Source: an optimization exercise on an open RTL-to-GDS flow (aim: small area, a short achievable clock period and few clock cycles). Production flows keep margins and buffers that such runs may drop.
RTL that was checked went through simulation tests only; none was proved equivalent to the original.
Power figures rest on the tool's default switching activity, not on a simulated workload.

Setup of 07-14:
// buddy_block_allocator
module buddy_block_allocator #(
    parameter int MAX_ORDER = 5,
    parameter int ID_WIDTH  = 16
) (
    input  wire         i_clk,
    input  wire         i_rst_n,
    input  wire         i_cfg_wr_en,
    input  wire [2:0]   i_cfg_wr_data,     
    input  wire         i_s_axis_tvalid,
    output logic        o_s_axis_tready,
    input  wire [31:0]  i_s_axis_tdata,    
    input  wire [0:0]   i_s_axis_tuser,    
    output logic        o_m_axis_tvalid,
    input  wire         i_m_axis_tready,
    output logic [15:0] o_m_axis_tdata,    
    output logic [1:0]  o_m_axis_tuser,    
    output logic        o_m_axis_tlast     
);
For scale: ~62 I/O pins, about 0.027 sq mm of cells after synthesis.
Settings: LEC_CHECK=0, CAP_MARGIN=20, CORE_MARGIN=2, CORE_UTILIZATION=40, CTS_CLUSTER_DIAMETER=100, CTS_CLUSTER_SIZE=30, SETUP_SLACK_MARGIN=2.0, SLEW_MARGIN=20; clock period 5.0 ns.
run.sh (not shown) runs the stock make flow with config.mk's settings and CLKGATE_MAP_FILE= SYNTH_SCRIPT=/design/flow/synth_recipe.tcl, a recipe that flattens the netlist after the stock synthesis.
Input changes introduced in 03-06 (baseline for comparison: 07-14):
--- a/flow/design.v
+++ b/flow/design.v
@@ -38,13 +38,13 @@
     logic                r_cv;
     logic                r_cfunc;
     logic [ID_WIDTH-1:0] r_cid;
     logic                r_cidnz;
     logic [5:0]          r_cge;            
     logic                r_qact;
-    logic [NS-1:0]       r_qh;             
+    logic [4:0]          r_qslot;
     logic [5:0]          r_qe2;            
     logic                r_qlast;          
     logic                r_ready;          
     logic                r_av;
     logic [1:0]          r_akind;
     logic [15:0]         r_avalue;
@@ -114,42 +114,39 @@
             localparam int N = (1 << (5 - l)) + j;
             assign w_set[N]  = w_sel[j << l] & !r_split[N] & w_lvl_ok[l] & r_cge[l-1];
             assign w_lany[j] = w_set[N];
         end
         assign w_lvl_set[l] = |w_lany;
     end
+    logic [NS-1:0] w_qdec;                 
     logic [5:0]    w_qa;                   
-    logic [5:0]    w_qstep;                
-    logic [NS-1:0] w_qnext;
+    logic [4:0]    w_qcarry;
+    logic [4:0]    w_qnext;
+    for (genvar s = 0; s < NS; s++) begin : g_qdec
+        assign w_qdec[s] = (r_qslot == 5'(s));
+    end
     for (genvar l = 1; l < 6; l++) begin : g_qa
         logic [(1 << (5 - l))-1:0] w_hit;
         for (genvar j = 0; j < (1 << (5 - l)); j++) begin : g_node
-            assign w_hit[j] = r_qh[j << l] & !r_split[(1 << (5 - l)) + j];
+            assign w_hit[j] = w_qdec[j << l] & !r_split[(1 << (5 - l)) + j];
         end
         assign w_qa[l] = w_lvl_ok[l] & (|w_hit);
     end
     assign w_qa[0] = 1'b1;
-    assign w_qstep = w_qa & ~{1'b0, w_qa[5:1]};
-    for (genvar s = 0; s < NS; s++) begin : g_qnext
-        logic [5:0] w_from;
-        for (genvar l = 0; l < 6; l++) begin : g_l
-            if (s >= (1 << l) && (s % (1 << l)) == 0) begin : g_y
-                assign w_from[l] = r_qh[s - (1 << l)] & w_qstep[l];
-            end else begin : g_n
-                assign w_from[l] = 1'b0;
-            end
-        end
-        assign w_qnext[s] = |w_from;
-    end
-    logic [NS-1:0] w_qsel;
-    logic [15:0]   w_qowner;
-    assign w_qsel = r_qh & r_used;
+    always_comb begin
+        for (int b = 0; b < 5; b++) begin
+            w_qcarry[b] = 1'b1;
+            for (int i = 0; i < b; i++) w_qcarry[b] = w_qcarry[b] & (r_qslot[i] | w_qa[i+1]);
+            w_qnext[b] = !w_qa[b+1] & (r_qslot[b] ^ w_qcarry[b]);
+        end
+    end
+    logic [15:0] w_qowner;
     always_comb begin
         w_qowner = '0;
         for (int s = 0; s < NS; s++) begin
-            w_qowner = w_qowner | (r_owner[s] & {16{w_qsel[s]}});
+            w_qowner = w_qowner | (r_owner[s] & {16{w_qdec[s] & r_used[s]}});
         end
     end
     logic [5:0] w_count;
     logic [5:0] w_krun;                    
     logic [5:0] w_k;                       
     always_comb begin
@@ -253,16 +250,16 @@
             r_cfunc <= i_s_axis_tuser[0];
             r_cid   <= i_s_axis_tdata[15:0];
             r_cidnz <= |i_s_axis_tdata[15:0];
             for (int l = 0; l < 6; l++) r_cge[l] <= (w_size <= 16'(1 << l));
         end
         if (w_qcnt) begin
-            r_qh    <= NS'(1);
+            r_qslot <= '0;
             r_qe2   <= 6'd2;
         end else if (w_qent) begin
-            r_qh    <= w_qnext;
+            r_qslot <= w_qnext;
             r_qe2   <= r_qe2 + 6'd1;
         end
     end
     always_ff @(posedge i_clk) begin
         if (!i_rst_n || i_cfg_wr_en) begin
             for (int l = 0; l < 6; l++)
Findings:
07-14 reached the final stage; the timing, design-rule and antenna checks on its layout passed.
03-06 finished every step from synthesis to the final layout, and the layout passed the timing, design-rule and antenna checks.
03-06 vs. 07-14: net count reported at finish down 65, die area now sits lower, power after layout dropped 4.0%, first-pass GRT wire length fell 6400 microns.
The portion of total power attributed to the clock network of 03-06 falls short of that of 07-14 by 1.4 points.
On first-iteration DRC count, 07-14 loses to 03-06.
Changes observed in 03-06 relative to 07-14: number of antenna violations at the first check in global routing lost 2; least setup slack across all paths after layout picked up an extra 0.22 ns; number of flip-flops and latches lost 27.
Compared with 07-14, 03-06 shows clock skew lower by 0.019 ns.
Cell area delta (03-06 − 07-14): favourable
Testbench counts of 03-06, summed over its fixed seeds: cycles 2,690.
Only the layout flow was run in 07-14; the RTL was not checked for function there.

* * *

== wip/xenon ==
Another version of the RTL of buddy_block_allocator (not shown whole).
Size: ~1900 cells after synthesis, roughly 710 flip-flops, ~62 I/O pins, about 27000 um^2 of cells after synthesis.
## buddy_block_allocator
module buddy_block_allocator #(
    parameter int MAX_ORDER = 5,
    parameter int ID_WIDTH  = 16
) (
    input  wire         i_clk,
    input  wire         i_rst_n,
    input  wire         i_cfg_wr_en,
    input  wire [2:0]   i_cfg_wr_data,     
    input  wire         i_s_axis_tvalid,
    output logic        o_s_axis_tready,
    input  wire [31:0]  i_s_axis_tdata,    
    input  wire [0:0]   i_s_axis_tuser,    
    output logic        o_m_axis_tvalid,
    input  wire         i_m_axis_tready,
    output logic [15:0] o_m_axis_tdata,    
    output logic [1:0]  o_m_axis_tuser,    
    output logic        o_m_axis_tlast     
);
==> flow/config.mk <==
export PLATFORM = sky130hd
export DESIGN_NAME = buddy_block_allocator
export DESIGN_NICKNAME = buddy_block_allocator
export VERILOG_FILES = /design/flow/design.v
export SDC_FILE = /design/flow/constraint.sdc
export NUM_CORES = 4
export LEC_CHECK = 0
export CAP_MARGIN = 20
export CORE_MARGIN = 2
export CORE_UTILIZATION = 40
export CTS_CLUSTER_DIAMETER = 80
export CTS_CLUSTER_SIZE = 24
export SETUP_SLACK_MARGIN = 2.7
export SLEW_MARGIN = 20
==> flow/constraint.sdc <==
create_clock -name core_clock -period 5.0 [get_ports {i_clk}]
set_input_delay 1.0000 -clock core_clock [delete_from_list [all_inputs] [get_ports {i_clk}]]
set_output_delay 1.0000 -clock core_clock [all_outputs]
set_load 0.01 [all_outputs]
standard.sh (not shown) runs the stock make flow with config.mk's settings and CLKGATE_MAP_FILE= SYNTH_SCRIPT=/design/flow/synth_recipe.tcl, a recipe that flattens the netlist after the stock synthesis.
==> flow/flow/run.sh <==
#!/bin/bash
set -euo pipefail
export BUFFER_PORTS_ARGS="-buffer_cell sky130_fd_sc_hd__buf_2"
bash standard.sh > flow_make.log 2>&1
Testbench counts of wip/xenon, summed over its fixed seeds: cycles 2,690.
For wip/onyx, these inputs were changed with respect to wip/xenon:
--- a/flow/design.v
+++ b/flow/design.v
@@ -39,26 +39,26 @@
     logic [5:0]          r_pair;           
     logic                r_cv;
     logic                r_cfunc;
     logic [ID_WIDTH-1:0] r_cid;
     logic                r_cidnz;
     logic [5:0]          r_cge;            
     logic                r_qact;
     logic [NS-1:0]       r_qh;             
+    logic [15:0]         r_qv;             
     logic [5:0]          r_qe2;            
     logic                r_qlast;          
     logic                r_ready;          
     logic                r_av;
     logic [1:0]          r_akind;
     logic [15:0]         r_avalue;
     logic                r_alast;
     logic                r_bv;
     logic [1:0]          r_bkind;
-    logic [15:0]         r_bvalue;
     logic                r_blast;
     logic [5:0]    w_lvl_ok;               
     logic [63:1]   w_exists;
     logic [63:1]   w_fl;                   
     logic [63:1]   w_first;                
     logic [5:0]    w_fitl;                 
     logic [5:0]    w_osel;                 
     logic [NS-1:0] w_sel;
@@ -152,16 +152,28 @@
             if (s >= (1 << l) && (s % (1 << l)) == 0) begin : g_y
                 assign w_from[l] = r_qh[s - (1 << l)] & w_qstep[l];
             end else begin : g_n
                 assign w_from[l] = 1'b0;
             end
         end
         assign w_qnext[s] = |w_from;
     end
+    logic [5:0]    w_za;
+    logic [5:0]    w_zstep;
+    logic [NS-1:0] w_znext;
+    assign w_za[0] = 1'b1;
+    for (genvar l = 1; l < 6; l++) begin : g_za
+        assign w_za[l] = w_lvl_ok[l] & !r_split[1 << (5 - l)];
+    end
+    assign w_zstep = w_za & ~{1'b0, w_za[5:1]};
+    always_comb begin
+        w_znext = '0;
+        for (int l = 0; l < 5; l++) w_znext[1 << l] = w_zstep[l];
+    end
     logic [NS-1:0] w_qsel;
     logic [15:0]   w_qowner;
     assign w_qsel = r_qh & r_used;
     always_comb begin
         w_qowner = '0;
         for (int s = 0; s < NS; s++) begin
             w_qowner = w_qowner | (r_owner[s] & {16{w_qsel[s]}});
         end
@@ -222,66 +234,71 @@
             r_qact  <= n_qact;
             r_av    <= n_av;
             r_bv    <= n_bv;
             r_ready <= !n_cv || (!n_bv && (!n_cfunc || (n_qact && n_qlast)));
         end
     end
     assign o_s_axis_tready = r_ready;
     logic [1:0]  w_rkind;
-    logic [15:0] w_rvalue;
     logic        w_rlast;
     always_comb begin
         if (!r_cfunc) begin
             w_rkind  = w_found ? bba_pkg::KIND_ALLOC : bba_pkg::KIND_FAIL;
-            w_rvalue = '0;
             w_rlast  = 1'b1;
         end else if (!r_qact) begin
             w_rkind  = bba_pkg::KIND_COUNT;
-            w_rvalue = 16'(w_count);
             w_rlast  = 1'b0;
         end else begin
             w_rkind  = bba_pkg::KIND_ENTRY;
-            w_rvalue = w_qowner;
             w_rlast  = r_qlast;
         end
     end
+    logic [1:0]  w_akind;                  
+    logic [15:0] w_avalue;
+    logic        w_qadv;                   
+    assign w_akind  = r_bv ? r_bkind : w_rkind;
+    assign w_avalue = (w_akind == bba_pkg::KIND_ENTRY) ? r_qv :
+                      (w_akind == bba_pkg::KIND_COUNT) ? 16'(w_count) : '0;
+    assign w_qadv   = r_bv ? (w_pop && r_bkind == bba_pkg::KIND_ENTRY)
+                           : (w_qent && (!r_av || w_pop));
     logic [15:0] w_size;
     assign w_size = i_s_axis_tdata[31:16];
     always_ff @(posedge i_clk) begin
         if (r_bv) begin
             if (w_pop) begin
                 r_akind  <= r_bkind;
-                r_avalue <= r_bvalue;
+                r_avalue <= w_avalue;
                 r_alast  <= r_blast;
             end
         end else if (w_go && (!r_av || w_pop)) begin
             r_akind  <= w_rkind;
-            r_avalue <= w_rvalue;
+            r_avalue <= w_avalue;
             r_alast  <= w_rlast;
         end
         if (!r_bv && w_go) begin
             r_bkind  <= w_rkind;
-            r_bvalue <= w_rvalue;
             r_blast  <= w_rlast;
         end
     end
     always_ff @(posedge i_clk) begin
         r_qlast <= n_qlast;
         if (w_ready) begin
             r_cfunc <= i_s_axis_tuser[0];
             r_cid   <= i_s_axis_tdata[15:0];
             r_cidnz <= |i_s_axis_tdata[15:0];
             for (int l = 0; l < 6; l++) r_cge[l] <= (w_size <= 16'(1 << l));
         end
         if (w_qcnt) begin
-            r_qh    <= NS'(1);
+            r_qh    <= w_znext;
+            r_qv    <= r_used[0] ? r_owner[0] : '0;
             r_qe2   <= 6'd2;
-        end else if (w_qent) begin
+        end else if (w_qadv) begin
             r_qh    <= w_qnext;
+            r_qv    <= w_qowner;
             r_qe2   <= r_qe2 + 6'd1;
         end
     end
     always_ff @(posedge i_clk) begin
         if (!i_rst_n || i_cfg_wr_en) begin
             for (int l = 0; l < 6; l++)
                 r_lvlok[l] <= !i_rst_n || (i_cfg_wr_data >= 3'(l));
             r_split <= '0;
### Flow results
wip/onyx finished every stage and its layout cleared the timing, design-rule and antenna checks. The critical path's slowest cell comes out sky130_fd_sc_hd__dfxtp_1 in one run and sky130_fd_sc_hd__dfxtp_4 in the other, namely in wip/onyx and wip/xenon respectively. [diff] clock period minus final worst setup slack, wip/onyx relative to wip/xenon: improvement. Delta (wip/onyx minus wip/xenon): register bit count reported by yosys stayed essentially flat, total global-route track usage fell by 0.80 points, adder-cell share of the synthesized area stayed essentially flat, core utilization fell by 1.6 points, fraction of power consumed by the clock network rose by 1.2 points. Sort wip/xenon and wip/onyx by post-detailed-routing wire length, descending, and wip/xenon comes first.
Testbench counts of wip/onyx, summed over its fixed seeds: cycles 2,690.

port drivers added, routing unchanged:
No port has a modelled driver above. Below, the same layouts with a new extraction and two added sets of constraints.
Step 1 sets driving cells, clkbuf_16 on the clock port and buf_2 on the other inputs (assumed; they add their load-dependent delay and slew).
Step 2 adds t to the input delays and takes it off the output delays; t is the mean of the earliest and latest rising clock arrival at the registers after step 1. Input paths then give back, and output paths get back, about the clock's delay inside the block.
a / b / c = no drivers / after step 1 / after step 2; a / b = the first two.
| run | t (ns) | setup slack, ns | worst register clock-pin slew, ns |
|---|---|---|---|
| 07-14 | 0.700 | 1.798 / 1.798 / 1.685 | 0.12 / 0.12 |
| 03-06 | 0.695 | 2.018 / 2.018 / 2.018 | 0.12 / 0.12 |
| wip/xenon | 0.639 | 2.518 / 2.518 / 2.200 | 0.10 / 0.10 |
| wip/onyx | 0.653 | 2.628 / 2.628 / 2.330 | 0.11 / 0.11 |
After both steps every run listed still meets setup and hold. The setup slack of wip/xenon, which loses most, moves by 0.000 ns with the drivers and by -0.318 ns with both steps.
